What follows belongs to an exercise in optimizing a design on an open flow for a short achievable clock period and few clock cycles per item; a production flow would make more cautious choices.
Function was checked by simulation only, so behaviour that the tests miss may differ from the original.
Power and IR drop assume default switching activity.

==> build 18 <==
// bilevel_run_length_encoder_unit
module bilevel_run_length_encoder_unit (
    input  wire logic                             i_clk,
    input  wire logic                             i_rst_n,
    input  wire logic                             i_cfg_we,
    input  wire logic [blre_pkg::CFG_IDX_W-1:0]   i_cfg_idx,
    input  wire logic [blre_pkg::CFG_W-1:0]       i_cfg_data,
    input  wire logic                             i_in_valid,
    output logic                                  o_in_stall,
    input  wire logic                             i_pixel,
    output logic                                  o_out_valid,
    input  wire logic                             i_out_stall,
    output logic [7:0]                            o_out_byte,
    output logic                                  o_last_of_batch,
    output logic                                  o_end_of_image
);
    logic [WID_W-1:0] r_w;
    logic [HGT_W-1:0] r_h;
    logic             r_f;
    logic [10:0]      r_we;
    logic [COL_W-1:0] r_wm1;
    logic [HGT_W-1:0] r_he;
    logic [HGT_W-1:0] r_hm1;
    logic [31:0]      r_pos_hi, r_pos_lo;
    logic             r_w1, r_w2, r_h1, r_h2;    
    logic             w_zero, w_big;
    logic [4:0]       lo_idx, hi_idx;
    logic [1:0]       pix_vld;
    logic             code_vld;
    logic             in_ready;
    blre_pkg::t_code  code;
    always_ff @(posedge i_clk) begin
        if (!i_rst_n) begin
            r_w <= WID_W'(1);
            r_h <= HGT_W'(1);
            r_f <= 1'b0;
        end else if (i_cfg_we) begin
            case (i_cfg_idx)
                CFG_IMAGE_WIDTH:   r_w <= i_cfg_data[WID_W-1:0];
                CFG_IMAGE_HEIGHT:  r_h <= i_cfg_data[HGT_W-1:0];
                CFG_FILTER_ENABLE: r_f <= i_cfg_data[0];
                default: ;
  ...
clock: 8.0 ns
lec_check: 0
cap_margin: 20
core_margin: 2
core_utilization: 70
cts_cluster_diameter: 100
cts_cluster_size: 30
place_density: 0.85
setup_slack_margin: 5.0
slew_margin: 20
standard.sh (not shown) runs the stock make flow with config.mk's settings and CLKGATE_MAP_FILE= SYNTH_SCRIPT=/design/flow/synth_recipe.tcl, a recipe that flattens the netlist after the stock synthesis.
==> flow/flow/run.sh <==
#!/bin/bash
set -euo pipefail
W=$(pwd)
make -C "$FLOW_HOME" DESIGN_CONFIG="$W/config.mk" WORK_HOME="$W/orfs" CLKGATE_MAP_FILE= \
    SYNTH_SCRIPT="$W/synth_recipe.tcl" \
    CORE_UTILIZATION=70 CORE_MARGIN=2 PLACE_DENSITY=0.85 CAP_MARGIN=20 SLEW_MARGIN=20 \
    CTS_CLUSTER_SIZE=30 CTS_CLUSTER_DIAMETER=100 \
    SETUP_SLACK_MARGIN=5.6 finish > "$W/make_finish.log" 2>&1
R="$W/orfs/results/$FLOW_PLATFORM/bilevel_run_length_encoder_unit/base"
: # left out here: write the final layout as DEF
==> build 1 (differences from build 18) <==
--- a/flow/design.v
+++ b/flow/design.v
@@ -6,17 +6,17 @@
     localparam int WID_W     = 13;
     localparam int HGT_W     = 15;
     localparam int CFG_W     = 15;
     localparam int CFG_IDX_W = 2;
     localparam int V_W       = 24;    
     localparam int N_W       = 9;     
     localparam int K_W       = 5;
     localparam int B_W       = 6;     
-    localparam int EV_DEPTH  = 9;     
+    localparam int EV_DEPTH  = 12;    
     localparam int EV_AW     = $clog2(EV_DEPTH);
     localparam logic [CFG_IDX_W-1:0] CFG_IMAGE_WIDTH   = 2'd0;
     localparam logic [CFG_IDX_W-1:0] CFG_IMAGE_HEIGHT  = 2'd1;
     localparam logic [CFG_IDX_W-1:0] CFG_FILTER_ENABLE = 2'd2;
     typedef struct packed {
         logic           hdr;     
         logic           fbit;    
         logic           pad;     
@@ -78,28 +78,31 @@
     input  wire logic                       i_w1,        
     input  wire logic                       i_w2,        
     input  wire logic                       i_h1,        
     input  wire logic                       i_h2,        
     input  wire logic                       i_filt,
     input  wire logic                       i_in_valid,
     input  wire logic                       i_in_ready,
     input  wire logic                       i_pixel,
-    output logic [1:0]                      o_pix_vld,   
     output logic                            o_code_vld,
     output blre_pkg::t_code                 o_code
 );
+    logic r00_v, r00_p;
     logic r0_v, r0_p;
     always_ff @(posedge i_clk) begin
         if (!i_rst_n) begin
-            r0_v <= 1'b0;
+            r00_v <= 1'b0;
+            r0_v  <= 1'b0;
         end else begin
-            r0_v <= i_in_valid && i_in_ready;
+            r00_v <= i_in_valid && i_in_ready;
+            r0_v  <= r00_v;
         end
-        r0_p <= i_pixel;
+        r00_p <= i_pixel;
+        r0_p  <= r00_p;
     end
     logic [COL_W-1:0] r_cl, cl;
     logic [HGT_W-1:0] r_rl, rl;
     logic             r_lc, r_lr;
     logic             r_first;
     logic             r_rownz;
     logic             above;
     logic             last_col, last_row;
@@ -148,17 +151,16 @@
             end
         end
     end
     always_ff @(posedge i_clk) begin
         r1_f     <= r0_p ^ (i_filt && r_rownz && above);
         r1_first <= r_first;
         r1_last  <= last_col && last_row;
     end
-    assign o_pix_vld = {r0_v, r1_v};
     logic             r_color;
     logic [V_W-1:0]   r_val;      
     logic [V_W-1:0]   r_mask;     
     logic             r_full;     
     logic [K_W-1:0]   r_k;
     logic [K_W-1:0]   r_sh;       
     logic [N_W-1:0]   r_ones;     
     logic [N_W-1:0]   r_nb;       
@@ -247,17 +249,16 @@
 `default_nettype none
 import blre_pkg::*;
 module blre_pack (
     input  wire logic             i_clk,
     input  wire logic             i_rst_n,
     input  wire logic [10:0]      i_we,       
     input  wire logic [HGT_W-1:0] i_he,       
     input  wire logic             i_filt,
-    input  wire logic [1:0]       i_pix_vld,      
     input  wire logic             i_code_vld,
     input  wire blre_pkg::t_code  i_code,
     output logic                  o_in_stall,
     output logic                  o_in_ready,     
     output logic                  o_out_valid,
     input  wire logic             i_out_stall,
     output logic [7:0]            o_out_byte,
     output logic                  o_last_of_batch,
@@ -324,55 +325,49 @@
         c_ev.nby  = b_nby;
         c_ev.nz   = b_nz;
         c_ev.n1   = b_n1;
     end
     logic [EV_DEPTH*EV_W-1:0] r_q;
     logic [EV_DEPTH-1:0]      r_wp, r_rp;      
     logic [EV_DEPTH-1:0]      r_cnt;           
     logic                     pop;
-    logic [2:0]               infl;
-    logic                     owed_hi;
     logic [EV_W-1:0]          head_bits;
     blre_pkg::t_ev            head;
     always_comb begin
         head_bits = '0;
         for (int i = 0; i < EV_DEPTH; i++) begin
             head_bits = head_bits | (r_q[i*EV_W +: EV_W] & {EV_W{r_rp[i]}});
         end
     end
     assign head = blre_pkg::t_ev'(head_bits);
     always_ff @(posedge i_clk) begin
         for (int i = 0; i < EV_DEPTH; i++) begin
             if (r_wp[i]) begin
                 r_q[i*EV_W +: EV_W] <= c_ev;
             end
         end
     end
-    always_comb begin
-        infl    = 3'(i_pix_vld[0]) + 3'(i_pix_vld[1]) + 3'(i_code_vld) + 3'(a_v) + 3'(b_v);
-        owed_hi = r_cnt[EV_DEPTH - 3 - infl];
-    end
     always_ff @(posedge i_clk) begin
         if (!i_rst_n) begin
             r_wp       <= (EV_DEPTH)'(1);
             r_rp       <= (EV_DEPTH)'(1);
             r_cnt      <= '0;
             o_in_stall <= 1'b0;
             o_in_ready <= 1'b1;
         end else begin
             if (b_v) r_wp <= {r_wp[EV_DEPTH-2:0], r_wp[EV_DEPTH-1]};
             if (pop) r_rp <= {r_rp[EV_DEPTH-2:0], r_rp[EV_DEPTH-1]};
             if (b_v && !pop) begin
                 r_cnt <= {r_cnt[EV_DEPTH-2:0], 1'b1};
             end else if (!b_v && pop) begin
                 r_cnt <= {1'b0, r_cnt[EV_DEPTH-1:1]};
             end
-            o_in_stall <= owed_hi;
-            o_in_ready <= !owed_hi;
+            o_in_stall <= r_cnt[EV_DEPTH-9];
+            o_in_ready <= !r_cnt[EV_DEPTH-9];
         end
     end
     logic             r_busy;
     logic             r_hdr;
     logic [2:0]       r_hcnt;
     logic             r_h6;        
     logic             r_L;         
     logic             r_fbit;
@@ -559,19 +554,16 @@
     logic [HGT_W-1:0] r_h;
     logic             r_f;
     logic [10:0]      r_we;
     logic [COL_W-1:0] r_wm1;
     logic [HGT_W-1:0] r_he;
     logic [HGT_W-1:0] r_hm1;
     logic [31:0]      r_pos_hi, r_pos_lo;
     logic             r_w1, r_w2, r_h1, r_h2;    
-    logic             w_zero, w_big;
-    logic [4:0]       lo_idx, hi_idx;
-    logic [1:0]       pix_vld;
     logic             code_vld;
     logic             in_ready;
     blre_pkg::t_code  code;
     always_ff @(posedge i_clk) begin
         if (!i_rst_n) begin
             r_w <= WID_W'(1);
             r_h <= HGT_W'(1);
             r_f <= 1'b0;
@@ -579,74 +571,62 @@
             case (i_cfg_idx)
                 CFG_IMAGE_WIDTH:   r_w <= i_cfg_data[WID_W-1:0];
                 CFG_IMAGE_HEIGHT:  r_h <= i_cfg_data[HGT_W-1:0];
                 CFG_FILTER_ENABLE: r_f <= i_cfg_data[0];
                 default: ;
             endcase
         end
     end
-    always_comb begin
-        w_zero = (r_w == '0);
-        w_big  = (r_w > WID_W'(MAX_WIDTH));
-        lo_idx = r_w[4:0] - 5'd1;
-        hi_idx = r_w[9:5] - {4'd0, (r_w[4:0] == 5'd0)};
-    end
-    always_ff @(posedge i_clk) begin
-        if (w_zero) begin
-            r_wm1    <= '0;
-            r_pos_hi <= 32'd1;
-            r_pos_lo <= 32'd1;
-        end else if (w_big) begin
-            r_wm1    <= COL_W'(MAX_WIDTH - 1);
-            r_pos_hi <= 32'h8000_0000;
-            r_pos_lo <= 32'h8000_0000;
-        end else begin
-            r_wm1    <= COL_W'(r_w - WID_W'(1));
-            r_pos_hi <= 32'd1 << hi_idx;
-            r_pos_lo <= 32'd1 << lo_idx;
+    always_ff @(posedge i_clk) begin
+        if (r_w == '0) begin
+            r_wm1 <= '0;
+        end else if (r_w > WID_W'(MAX_WIDTH)) begin
+            r_wm1 <= COL_W'(MAX_WIDTH - 1);
+        end else begin
+            r_wm1 <= COL_W'(r_w - WID_W'(1));
         end
         if (r_h == '0) begin
             r_hm1 <= '0;
         end else begin
             r_hm1 <= r_h - HGT_W'(1);
         end
-        r_w1 <= (r_w == WID_W'(0)) || (r_w == WID_W'(1));
-        r_w2 <= (r_w == WID_W'(2));
-        r_h1 <= (r_h == HGT_W'(0)) || (r_h == HGT_W'(1));
-        r_h2 <= (r_h == HGT_W'(2));
-        r_we <= {1'b0, r_wm1} + 11'd1;
-        r_he <= r_hm1 + HGT_W'(1);
+        r_we     <= {1'b0, r_wm1} + 11'd1;
+        r_he     <= r_hm1 + HGT_W'(1);
+        r_pos_hi <= 32'd1 << r_wm1[9:5];
+        r_pos_lo <= 32'd1 << r_wm1[4:0];
+        r_w1     <= (r_wm1 == COL_W'(0));
+        r_w2     <= (r_wm1 == COL_W'(1));
+        r_h1     <= (r_hm1 == HGT_W'(0));
+        r_h2     <= (r_hm1 == HGT_W'(1));
     end
     blre_ctrl u_ctrl (
         .i_clk      (i_clk),
         .i_rst_n    (i_rst_n),
         .i_wm1      (r_wm1),
         .i_pos_hi   (r_pos_hi),
         .i_pos_lo   (r_pos_lo),
         .i_hm1      (r_hm1),
         .i_w1       (r_w1),
         .i_w2       (r_w2),
         .i_h1       (r_h1),
         .i_h2       (r_h2),
         .i_filt     (r_f),
         .i_in_valid (i_in_valid),
         .i_in_ready (in_ready),
         .i_pixel    (i_pixel),
-        .o_pix_vld  (pix_vld),
         .o_code_vld (code_vld),
         .o_code     (code)
     );
     blre_pack u_pack (
         .i_clk           (i_clk),
         .i_rst_n         (i_rst_n),
         .i_we            (r_we),
         .i_he            (r_he),
         .i_filt          (r_f),
-        .i_pix_vld       (pix_vld),
         .i_code_vld      (code_vld),
         .i_code          (code),
         .o_in_stall      (o_in_stall),
         .o_in_ready      (in_ready),
         .o_out_valid     (o_out_valid),
         .i_out_stall     (i_out_stall),
         .o_out_byte      (o_out_byte),
         .o_last_of_batch (o_last_of_batch),
==> build 85 (differences from build 18) <==
--- a/flow/design.v
+++ b/flow/design.v
@@ -6,17 +6,17 @@
     localparam int WID_W     = 13;
     localparam int HGT_W     = 15;
     localparam int CFG_W     = 15;
     localparam int CFG_IDX_W = 2;
     localparam int V_W       = 24;    
     localparam int N_W       = 9;     
     localparam int K_W       = 5;
     localparam int B_W       = 6;     
-    localparam int EV_DEPTH  = 9;     
+    localparam int EV_DEPTH  = 12;    
     localparam int EV_AW     = $clog2(EV_DEPTH);
     localparam logic [CFG_IDX_W-1:0] CFG_IMAGE_WIDTH   = 2'd0;
     localparam logic [CFG_IDX_W-1:0] CFG_IMAGE_HEIGHT  = 2'd1;
     localparam logic [CFG_IDX_W-1:0] CFG_FILTER_ENABLE = 2'd2;
     typedef struct packed {
         logic           hdr;     
         logic           fbit;    
         logic           pad;     
@@ -76,30 +76,33 @@
     input  wire logic [31:0]                i_pos_lo,    
     input  wire logic [HGT_W-1:0]           i_hm1,       
     input  wire logic                       i_w1,        
     input  wire logic                       i_w2,        
     input  wire logic                       i_h1,        
     input  wire logic                       i_h2,        
     input  wire logic                       i_filt,
     input  wire logic                       i_in_valid,
-    input  wire logic                       i_in_ready,
+    input  wire logic                       i_in_stall,
     input  wire logic                       i_pixel,
-    output logic [1:0]                      o_pix_vld,   
     output logic                            o_code_vld,
     output blre_pkg::t_code                 o_code
 );
+    logic r00_v, r00_p;
     logic r0_v, r0_p;
     always_ff @(posedge i_clk) begin
         if (!i_rst_n) begin
-            r0_v <= 1'b0;
+            r00_v <= 1'b0;
+            r0_v  <= 1'b0;
         end else begin
-            r0_v <= i_in_valid && i_in_ready;
+            r00_v <= i_in_valid && !i_in_stall;
+            r0_v  <= r00_v;
         end
-        r0_p <= i_pixel;
+        r00_p <= i_pixel;
+        r0_p  <= r00_p;
     end
     logic [COL_W-1:0] r_cl, cl;
     logic [HGT_W-1:0] r_rl, rl;
     logic             r_lc, r_lr;
     logic             r_first;
     logic             r_rownz;
     logic             above;
     logic             last_col, last_row;
@@ -148,17 +151,16 @@
             end
         end
     end
     always_ff @(posedge i_clk) begin
         r1_f     <= r0_p ^ (i_filt && r_rownz && above);
         r1_first <= r_first;
         r1_last  <= last_col && last_row;
     end
-    assign o_pix_vld = {r0_v, r1_v};
     logic             r_color;
     logic [V_W-1:0]   r_val;      
     logic [V_W-1:0]   r_mask;     
     logic             r_full;     
     logic [K_W-1:0]   r_k;
     logic [K_W-1:0]   r_sh;       
     logic [N_W-1:0]   r_ones;     
     logic [N_W-1:0]   r_nb;       
@@ -247,21 +249,19 @@
 `default_nettype none
 import blre_pkg::*;
 module blre_pack (
     input  wire logic             i_clk,
     input  wire logic             i_rst_n,
     input  wire logic [10:0]      i_we,       
     input  wire logic [HGT_W-1:0] i_he,       
     input  wire logic             i_filt,
-    input  wire logic [1:0]       i_pix_vld,      
     input  wire logic             i_code_vld,
     input  wire blre_pkg::t_code  i_code,
     output logic                  o_in_stall,
-    output logic                  o_in_ready,     
     output logic                  o_out_valid,
     input  wire logic             i_out_stall,
     output logic [7:0]            o_out_byte,
     output logic                  o_last_of_batch,
     output logic                  o_end_of_image
 );
     logic [2:0]     r_fch;        
     logic           a_v, a_hdr, a_fbit, a_pad;
@@ -324,62 +324,53 @@
         c_ev.nby  = b_nby;
         c_ev.nz   = b_nz;
         c_ev.n1   = b_n1;
     end
     logic [EV_DEPTH*EV_W-1:0] r_q;
     logic [EV_DEPTH-1:0]      r_wp, r_rp;      
     logic [EV_DEPTH-1:0]      r_cnt;           
     logic                     pop;
-    logic [2:0]               infl;
-    logic                     owed_hi;
     logic [EV_W-1:0]          head_bits;
     blre_pkg::t_ev            head;
     always_comb begin
         head_bits = '0;
         for (int i = 0; i < EV_DEPTH; i++) begin
             head_bits = head_bits | (r_q[i*EV_W +: EV_W] & {EV_W{r_rp[i]}});
         end
     end
     assign head = blre_pkg::t_ev'(head_bits);
     always_ff @(posedge i_clk) begin
         for (int i = 0; i < EV_DEPTH; i++) begin
             if (r_wp[i]) begin
                 r_q[i*EV_W +: EV_W] <= c_ev;
             end
         end
     end
-    always_comb begin
-        infl    = 3'(i_pix_vld[0]) + 3'(i_pix_vld[1]) + 3'(i_code_vld) + 3'(a_v) + 3'(b_v);
-        owed_hi = r_cnt[EV_DEPTH - 3 - infl];
-    end
     always_ff @(posedge i_clk) begin
         if (!i_rst_n) begin
             r_wp       <= (EV_DEPTH)'(1);
             r_rp       <= (EV_DEPTH)'(1);
             r_cnt      <= '0;
             o_in_stall <= 1'b0;
-            o_in_ready <= 1'b1;
         end else begin
             if (b_v) r_wp <= {r_wp[EV_DEPTH-2:0], r_wp[EV_DEPTH-1]};
             if (pop) r_rp <= {r_rp[EV_DEPTH-2:0], r_rp[EV_DEPTH-1]};
             if (b_v && !pop) begin
                 r_cnt <= {r_cnt[EV_DEPTH-2:0], 1'b1};
             end else if (!b_v && pop) begin
                 r_cnt <= {1'b0, r_cnt[EV_DEPTH-1:1]};
             end
-            o_in_stall <= owed_hi;
-            o_in_ready <= !owed_hi;
+            o_in_stall <= r_cnt[EV_DEPTH-9];
         end
     end
     logic             r_busy;
     logic             r_hdr;
     logic [2:0]       r_hcnt;
     logic             r_h6;        
-    logic             r_L;         
     logic             r_fbit;
     logic             r_pad;
     logic             r_first;
     logic [7:0]       r_m0;
     logic [31:0]      r_w;
     logic [B_W-1:0]   r_ol;
     logic             r_inw;
     logic [B_W-1:0]   r_nby;
@@ -415,22 +406,23 @@
             p_byte = r_w[31:24];
         end else begin
             p_byte = 8'hFF;
         end
         if (go) begin
             if (r_hdr) begin
                 push   = 1'b1;
                 p_last = r_h6 && r_nz;
+                done   = r_h6 && r_nz;
             end else begin
                 push   = !r_nz;
                 p_last = r_n1;
                 p_eoi  = r_n1 && r_pad;
+                done   = r_nz || r_n1;
             end
-            done = r_L;
         end
         pop = (!r_busy || done) && r_cnt[0];
     end
     always_ff @(posedge i_clk) begin
         if (!i_rst_n) begin
             r_busy <= 1'b0;
             r_acc  <= '0;
         end else begin
@@ -454,82 +446,72 @@
             end
         end
     end
     always_ff @(posedge i_clk) begin
         if (pop) begin
             r_hdr   <= head.hdr;
             r_hcnt  <= '0;
             r_h6    <= 1'b0;
-            r_L     <= !head.hdr && (head.nz || head.n1);
             r_fbit  <= head.fbit;
             r_pad   <= head.pad;
             r_first <= 1'b1;
             r_m0    <= head.m0;
             r_w     <= head.w;
             r_ol    <= head.ol;
             r_inw   <= head.inw;
             r_nby   <= head.nby;
             r_nz    <= head.nz;
             r_n1    <= head.n1;
         end else if (go) begin
             if (r_hdr) begin
                 r_hcnt <= r_hcnt + 3'd1;
                 r_h6   <= (r_hcnt == 3'd5);
-                r_L    <= r_h6 ? r_n1 : ((r_hcnt == 3'd5) && r_nz);
                 if (r_h6) begin
                     r_hdr <= 1'b0;
                 end
             end else begin
                 r_first <= 1'b0;
                 if (!r_first) begin
                     if (r_inw) begin
                         r_w <= {r_w[23:0], 8'h00};
                     end else begin
                         r_ol  <= r_ol - B_W'(1);
                         r_inw <= (r_ol == B_W'(1));
                     end
                 end
                 r_nby <= r_nby - B_W'(1);
                 r_n1  <= (r_nby == B_W'(2));
-                r_L   <= (r_nby == B_W'(2));
             end
         end
     end
     logic       r_ov, r_ol_o, r_oe;
     logic [7:0] r_ob;
-    logic       r_nov;
     logic       r_cl, r_ce;
     logic [7:0] r_cb;
     logic       r_sl, r_se;
     logic [7:0] r_sb;
     logic       free;
-    logic       ov_next;
     logic [9:0] o_new;
     always_comb begin
-        free    = r_nov || !i_out_stall;
-        o_new   = r_sv ? {r_se, r_sl, r_sb} : {p_eoi, p_last, p_byte};
-        ov_next = (!r_nov && i_out_stall) || r_sv || push;
+        free  = !r_ov || !i_out_stall;
+        o_new = r_sv ? {r_se, r_sl, r_sb} : {p_eoi, p_last, p_byte};
     end
     always_ff @(posedge i_clk) begin
         if (!i_rst_n) begin
-            r_ov  <= 1'b0;
-            r_nov <= 1'b1;
-            r_sv  <= 1'b0;
-        end else begin
-            r_ov  <= ov_next;
-            r_nov <= !ov_next;
-            r_sv  <= !free && (r_sv || push);
+            r_ov <= 1'b0;
+            r_sv <= 1'b0;
+        end else begin
+            r_ov <= (r_ov && i_out_stall) || r_sv || push;
+            r_sv <= !free && (r_sv || push);
         end
     end
     always_ff @(posedge i_clk) begin
         {r_oe, r_ol_o, r_ob} <= free ? o_new : {r_ce, r_cl, r_cb};
-        if (free) begin
-            {r_ce, r_cl, r_cb} <= o_new;
-        end
+        {r_ce, r_cl, r_cb}   <= free ? o_new : {r_oe, r_ol_o, r_ob};
         if (push) begin
             r_sb <= p_byte;
             r_sl <= p_last;
             r_se <= p_eoi;
         end
     end
     assign o_out_valid     = r_ov;
     assign o_out_byte      = r_ob;
@@ -559,98 +541,81 @@
     logic [HGT_W-1:0] r_h;
     logic             r_f;
     logic [10:0]      r_we;
     logic [COL_W-1:0] r_wm1;
     logic [HGT_W-1:0] r_he;
     logic [HGT_W-1:0] r_hm1;
     logic [31:0]      r_pos_hi, r_pos_lo;
     logic             r_w1, r_w2, r_h1, r_h2;    
-    logic             w_zero, w_big;
-    logic [4:0]       lo_idx, hi_idx;
-    logic [1:0]       pix_vld;
     logic             code_vld;
-    logic             in_ready;
     blre_pkg::t_code  code;
     always_ff @(posedge i_clk) begin
         if (!i_rst_n) begin
             r_w <= WID_W'(1);
             r_h <= HGT_W'(1);
             r_f <= 1'b0;
         end else if (i_cfg_we) begin
             case (i_cfg_idx)
                 CFG_IMAGE_WIDTH:   r_w <= i_cfg_data[WID_W-1:0];
                 CFG_IMAGE_HEIGHT:  r_h <= i_cfg_data[HGT_W-1:0];
                 CFG_FILTER_ENABLE: r_f <= i_cfg_data[0];
                 default: ;
             endcase
         end
     end
-    always_comb begin
-        w_zero = (r_w == '0);
-        w_big  = (r_w > WID_W'(MAX_WIDTH));
-        lo_idx = r_w[4:0] - 5'd1;
-        hi_idx = r_w[9:5] - {4'd0, (r_w[4:0] == 5'd0)};
-    end
-    always_ff @(posedge i_clk) begin
-        if (w_zero) begin
-            r_wm1    <= '0;
-            r_pos_hi <= 32'd1;
-            r_pos_lo <= 32'd1;
-        end else if (w_big) begin
-            r_wm1    <= COL_W'(MAX_WIDTH - 1);
-            r_pos_hi <= 32'h8000_0000;
-            r_pos_lo <= 32'h8000_0000;
-        end else begin
-            r_wm1    <= COL_W'(r_w - WID_W'(1));
-            r_pos_hi <= 32'd1 << hi_idx;
-            r_pos_lo <= 32'd1 << lo_idx;
+    always_ff @(posedge i_clk) begin
+        if (r_w == '0) begin
+            r_wm1 <= '0;
+        end else if (r_w > WID_W'(MAX_WIDTH)) begin
+            r_wm1 <= COL_W'(MAX_WIDTH - 1);
+        end else begin
+            r_wm1 <= COL_W'(r_w - WID_W'(1));
         end
         if (r_h == '0) begin
             r_hm1 <= '0;
         end else begin
             r_hm1 <= r_h - HGT_W'(1);
         end
-        r_w1 <= (r_w == WID_W'(0)) || (r_w == WID_W'(1));
-        r_w2 <= (r_w == WID_W'(2));
-        r_h1 <= (r_h == HGT_W'(0)) || (r_h == HGT_W'(1));
-        r_h2 <= (r_h == HGT_W'(2));
-        r_we <= {1'b0, r_wm1} + 11'd1;
-        r_he <= r_hm1 + HGT_W'(1);
+        r_we     <= {1'b0, r_wm1} + 11'd1;
+        r_he     <= r_hm1 + HGT_W'(1);
+        r_pos_hi <= 32'd1 << r_wm1[9:5];
+        r_pos_lo <= 32'd1 << r_wm1[4:0];
+        r_w1     <= (r_wm1 == COL_W'(0));
+        r_w2     <= (r_wm1 == COL_W'(1));
+        r_h1     <= (r_hm1 == HGT_W'(0));
+        r_h2     <= (r_hm1 == HGT_W'(1));
     end
     blre_ctrl u_ctrl (
         .i_clk      (i_clk),
         .i_rst_n    (i_rst_n),
         .i_wm1      (r_wm1),
         .i_pos_hi   (r_pos_hi),
         .i_pos_lo   (r_pos_lo),
         .i_hm1      (r_hm1),
         .i_w1       (r_w1),
         .i_w2       (r_w2),
         .i_h1       (r_h1),
         .i_h2       (r_h2),
         .i_filt     (r_f),
         .i_in_valid (i_in_valid),
-        .i_in_ready (in_ready),
+        .i_in_stall (o_in_stall),
         .i_pixel    (i_pixel),
-        .o_pix_vld  (pix_vld),
         .o_code_vld (code_vld),
         .o_code     (code)
     );
     blre_pack u_pack (
         .i_clk           (i_clk),
         .i_rst_n         (i_rst_n),
         .i_we            (r_we),
         .i_he            (r_he),
         .i_filt          (r_f),
-        .i_pix_vld       (pix_vld),
         .i_code_vld      (code_vld),
         .i_code          (code),
         .o_in_stall      (o_in_stall),
-        .o_in_ready      (in_ready),
         .o_out_valid     (o_out_valid),
         .i_out_stall     (i_out_stall),
         .o_out_byte      (o_out_byte),
         .o_last_of_batch (o_last_of_batch),
         .o_end_of_image  (o_end_of_image)
     );
 endmodule
 `default_nettype wire
==> flow/run.sh (new file) <==
#!/bin/bash
# synth_recipe.tcl (not shown) runs the flow's synth.tcl, then flattens the netlist and writes it again
# the make line also repeats each setting of config.mk as NAME=value (left out here)
make -C /OpenROAD-flow-scripts/flow DESIGN_CONFIG=/design/flow/config.mk WORK_HOME=/design/flow/orfs CLKGATE_MAP_FILE= SYNTH_SCRIPT=/design/flow/synth_recipe.tcl finish
==> flow/config.mk (replaced) <==
export PLATFORM = sky130hd
export DESIGN_NAME = bilevel_run_length_encoder_unit
export DESIGN_NICKNAME = bilevel_run_length_encoder_unit
export VERILOG_FILES = /design/flow/design.v
export SDC_FILE = /design/flow/constraint.sdc
export NUM_CORES = 4
export LEC_CHECK = 0
export CAP_MARGIN = 20
export CORE_MARGIN = 2
export CORE_UTILIZATION = 60
export CTS_CLUSTER_DIAMETER = 100
export CTS_CLUSTER_SIZE = 30
export PLACE_DENSITY = 0.75
export SETUP_SLACK_MARGIN = 5.0
export SLEW_MARGIN = 20
removed: flow/flow/run.sh
removed: flow/standard.sh
==> results.txt <==
- Sequential power is about the same in build 85 and build 1.
- Register-to-register slack, highest first: build 1, build 85, build 18.
- Setup slack: build 18 < build 85 < build 1.
- Global-route usage: build 85 is lower than build 18 (4.2 points).
==> figures <==
Wirelength per Cell: build 85 24.8 µm; build 1 25.9 µm; build 18 25.2 µm
Post-synthesis sequential element count: build 85 2273; build 1 2276; build 18 2094
Leakage Power: build 85 0.0324 µW; build 1 0.0324 µW; build 18 0.0313 µW
Run status: build 85 no timing/DRC/antenna violations; build 1 no timing/DRC/antenna violations; build 18 no timing/DRC/antenna violations
Fraction of final layout cells with drive strength greater than 1: build 85 21.3%; build 1 21.9%; build 18 24.2%
Arrival time of data at the critical path endpoint: build 85 3.57 ns; build 1 1.24 ns; build 18 3.76 ns
Number of inserted diodes: build 85 1; build 1 1; build 18 2
Clock latency of the later-clocked register in the worst-skew pair: build 85 0.74 ns; build 1 0.76 ns; build 18 0.73 ns
Highest clock rate: build 85 340 MHz; build 1 352 MHz; build 18 320 MHz
Fin util: build 85 63.2%; build 1 73.9%; build 18 74.3%
Testbench counts of build 18, summed over its fixed seeds: cycles 87,123, pixels 86,579.
Testbench counts of build 1, summed over its fixed seeds: cycles 87,169, pixels 86,579.
Testbench counts of build 85, summed over its fixed seeds: cycles 87,169, pixels 86,579.

-- separate check: timing with driven ports --
Ports are ideal in the flow. The routed layouts listed here were re-timed in OpenROAD.
Step 1 (the two cells are an assumption about what drives the block):
set clk [get_ports {i_clk}]
set_driving_cell -lib_cell sky130_fd_sc_hd__clkbuf_16 $clk
set_driving_cell -lib_cell sky130_fd_sc_hd__buf_2 [delete_from_list [all_inputs] $clk]
Step 2 times the ports against the registers' clock, not the clock port: input delays grow and output delays shrink by t, the midpoint of the rising clock arrivals with the driver on.
Three values: ideal ports, drivers, drivers and shift; two values: the first two.
run	t, ns	slack for setup (ns)	worst data-port slew with drivers (ns)
build 18	0.788	4.872 / 4.872 / 4.872	0.12
build 1	0.826	5.162 / 5.079 / 4.728	0.27
build 85	0.804	5.059 / 5.011 / 4.472	0.05
After both steps every run listed still meets setup and hold. For build 85, which loses most, drivers alone change the setup slack by -0.048 ns; drivers and shift together by -0.587 ns.
